What follows belongs to an exercise in optimizing a design on an open flow for small area, a short achievable clock period and few clock cycles; a production flow would make more cautious choices.
Only simulation tests tie the RTL to the original design; equivalence was not proved.

==> run Z: inputs <==
==> flow/design.v (excerpt) <==
module rv_core_top (
    input  logic                          clk,
    input  logic                          rst,
    input  logic                          prog_we,
    input  logic [$clog2(32)-1:0] prog_addr,
    input  logic [32-1:0]              prog_data,
    input  logic                          start,
    output logic                          busy,
    output logic                          wb_valid,
    output logic [32-1:0]              wb_pc,
    output logic [$clog2(32)-1:0] wb_rd,
    output logic [32-1:0]              wb_data
);
    logic                  f_valid;
    logic                  f_go, f_nxt, x_nxt;
    logic [6:1]            pc_f;
    logic [32-1:0] pc_oh;      
    logic [6:1]            pc_e;       
    logic [32-1:0] sel_e;
    logic [core_pkg::WW-1:0] w;
    logic [2:0]            cls;
    logic [24:0]           p;
    logic [4:0]            rs1, rs2, rd_f;
    logic [2:0]            f3;
    logic                  is_op, is_opi, is_lui, is_aui, is_br, is_jmp, is_jalr;
    logic [32-1:0]      rf1, rf2, a_n, b_n;
    logic                  fa_n, fb_n;
    logic [6:1]            seq_pc, t_pc, npc, apc;
    logic                  seq_ok, t_ok, npc_ok, apc_ok, take, t_c;
    logic [6:1]            base;
    logic                  x_valid;
    logic [6:1]            x_pc;
    logic [32-1:0]      x_a, x_b, e_a, e_b;
    logic                  x_fa, x_fb;
    logic                  x_sub, x_sra, x_link, x_isbr, x_pred, x_isjalr, x_wen;
    logic [2:0]            x_f3;
    logic [4:0]            x_rd;
    logic [6:1]            x_apc;
    logic                  x_aok;
    logic [32-1:0]      x_res;
    logic                  x_mis, x_jok, mis_v;
    logic [6:1]            x_jpc;
    logic                  j_pend, j_ok;
    logic [6:1]            j_pc;
    logic                  x_we;
    logic [6:1]            wbpc_q;
    fetch_unit u_fetch (
        .clk    (clk),
        .clr    (rst),
        .we     (prog_we && !busy),
        .waddr  (prog_addr),
        .winstr (prog_data),
        .rsel   (sel_e),
        .rword  (w)
    );
    assign cls = w[27:25];
    assign p   = w[24:0];
    assign rs1 = p[12:8];
    assign rs2 = p[17:13];
    assign f3  = p[7:5];
    assign is_op   = cls == core_pkg::C_OP;
    assign is_opi  = cls == core_pkg::C_OPIMM;
  ...
==> flow/config.mk <==
export PLATFORM = sky130hd
export DESIGN_NAME = rv_core_top
export DESIGN_NICKNAME = rv_core_top
export VERILOG_FILES = /design/flow/design.v
export SDC_FILE = /design/flow/constraint.sdc
export NUM_CORES = 4
export LEC_CHECK = 0
export CAP_MARGIN = 20
export CORE_MARGIN = 2
export CORE_UTILIZATION = 32
export PLACE_DENSITY = 0.4
export SLEW_MARGIN = 20
export TNS_END_PERCENT = 0
==> flow/constraint.sdc <==
create_clock -name core_clock -period 12.0 [get_ports {clk}]
set_input_delay 2.4000 -clock core_clock [delete_from_list [all_inputs] [get_ports {clk}]]
set_output_delay 2.4000 -clock core_clock [all_outputs]
set_load 0.01 [all_outputs]
standard.sh (not shown) runs the stock make flow with config.mk's settings and CLKGATE_MAP_FILE= SYNTH_SCRIPT=/design/flow/synth_recipe.tcl, a recipe that flattens the netlist after the stock synthesis.
==> flow/flow/run.sh <==
#!/bin/bash
# Standard ORFS layout (the standard.sh, unchanged synthesis and steps),
# with repair_timing asked to leave 8 ns of setup slack on the design's
# own 12 ns clock, so that it keeps shortening the critical paths well
# below what the constraint alone requires. Constraints and clock period
# are the design's. make's full output goes to standard_flow.log; ORFS
# keeps each step's log under orfs/logs/.
set -euo pipefail
bash standard.sh SETUP_SLACK_MARGIN=8 finish > standard_flow.log 2>&1
==> inputs of run A, as changes to run Z <==
==> flow/flow/run.sh (replaced) <==
#!/bin/bash
# Standard ORFS layout (the standard.sh: unchanged synthesis, floorplan,
# power grid, placement, CTS and routing), with two changes to how the
# layout is made:
#  - repair_timing is asked to leave 8 ns of setup slack on the design's
#    own 12 ns clock, so it keeps shortening the critical paths well below
#    what the constraint alone requires;
#  - the buffer that buffer_ports puts on every input and output port is
#    sky130_fd_sc_hd__buf_4 rather than the delay cell it picks by default.
# Constraints and clock period are the design's. make's full output goes
# to standard_flow.log; ORFS keeps each step's log under orfs/logs/.
set -euo pipefail
bash standard.sh SETUP_SLACK_MARGIN=8 \
  'BUFFER_PORTS_ARGS=-buffer_cell sky130_fd_sc_hd__buf_4' \
  finish > standard_flow.log 2>&1
CORE_UTILIZATION = 24   (was 32)
CTS_CLUSTER_DIAMETER = 80   (was unset)
CTS_CLUSTER_SIZE = 25   (was unset)
PLACE_DENSITY = 0.32   (was 0.4)
==> inputs of run R, as changes to run Z <==
==> flow/flow/run.sh (replaced) <==
#!/bin/bash
# Standard ORFS layout (the standard.sh: unchanged synthesis, floorplan,
# power grid, placement, CTS and routing), with two changes to how the
# layout is made after the floorplan:
#  - from placement on, repair_timing is asked to leave 8 ns of setup slack
#    on the design's own 12 ns clock, so it keeps shortening the critical
#    paths well below what the constraint alone requires (the floorplan
#    step, which sees no wires yet, keeps the default margin);
#  - the buffer that buffer_ports puts on every input and output port is
#    sky130_fd_sc_hd__buf_4 rather than the delay cell it picks by default.
# Constraints and clock period are the design's. make's full output goes
# to standard_flow_*.log; ORFS keeps each step's log under orfs/logs/.
set -euo pipefail
bash standard.sh floorplan > standard_flow_floorplan.log 2>&1
bash standard.sh SETUP_SLACK_MARGIN=8 \
  'BUFFER_PORTS_ARGS=-buffer_cell sky130_fd_sc_hd__buf_4' \
  finish > standard_flow_finish.log 2>&1
CORE_UTILIZATION = 24   (was 32)
CTS_CLUSTER_DIAMETER = 80   (was unset)
CTS_CLUSTER_SIZE = 25   (was unset)
PLACE_DENSITY = 0.32   (was 0.4)
==> results_dict.tcl <==
set metrics [dict create \
    outcome "timing/DRC/antenna clean" \
    clock-skew-final_ns 0.0732 \
    worst_hold_startpoint "x_pc[1]" \
    worstReg2RegStart "pc_oh[16]" \
    highest_count_cells_in_the_layout_ignoring_fill_and_taps "1,888 x edfxtp_1, 925 x a22oi_1, 422 x buf_4" \
    timing.fmax_mhz 204 \
    period_needed_ns 4.90 \
    intPower_mw 15.1 \
    whs_endpoint "wbpc_q[1]" \
]
-- figures above: run R

==> results_dict.tcl <==
set metrics [dict create \
    worstReg2RegStart "pc_oh[27]" \
    worst_hold_startpoint "x_pc[3]" \
    intPower_mw 16.8 \
    clock-skew-final_ns 0.0876 \
    timing.critical_path.buf_inv 4 \
    outcome "timing/DRC/antenna clean" \
    whs_endpoint "wbpc_q[3]" \
    timing.final.hold_violations 0 \
    timing.fmax_mhz 210 \
]
-- figures above: run Z

==> results_dict.tcl <==
set metrics [dict create \
    outcome "timing/DRC/antenna clean" \
    whs_endpoint "wbpc_q[6]" \
    timing.fmax_mhz 209 \
    period_needed_ns 4.78 \
    intPower_mw 15.0 \
    worstReg2RegStart "pc_oh[4]" \
    worst_hold_startpoint "x_pc[6]" \
    drt_first_pass_iters 9 \
]
-- figures above: run A

Testbench counts of run Z, summed over its fixed seeds: cycles 22,367.
Testbench counts of run A, summed over its fixed seeds: cycles 22,367.
Testbench counts of run R, summed over its fixed seeds: cycles 22,367.

-- port drivers added, routing unchanged --
In the flow no input, the clock included, has a driving cell. The finished layouts below were timed again as built, in two steps.
Step 1: set_driving_cell puts a clkbuf_16 on clk and a buf_2 on each other input, an assumption about the parent block.
Step 2 times the ports against the registers' clock, not the clock port: input delays grow and output delays shrink by t, the midpoint of the rising clock arrivals with the driver on.
Slacks: ideal / step 1 / step 2; pairs: ideal / step 1.
run	t (ns)	slack for setup (ns)	clock arrival spread, ns
run Z	0.994	7.242 / 7.237 / 6.359	0.089 / 0.090
run A	0.986	7.216 / 7.216 / 6.306	0.070 / 0.069
run R	0.970	7.101 / 7.187 / 6.217	0.074 / 0.073
After both steps every run listed still meets setup and hold. For run A, which loses most, drivers alone change the setup slack by 0.000 ns; drivers and shift together by -0.910 ns.
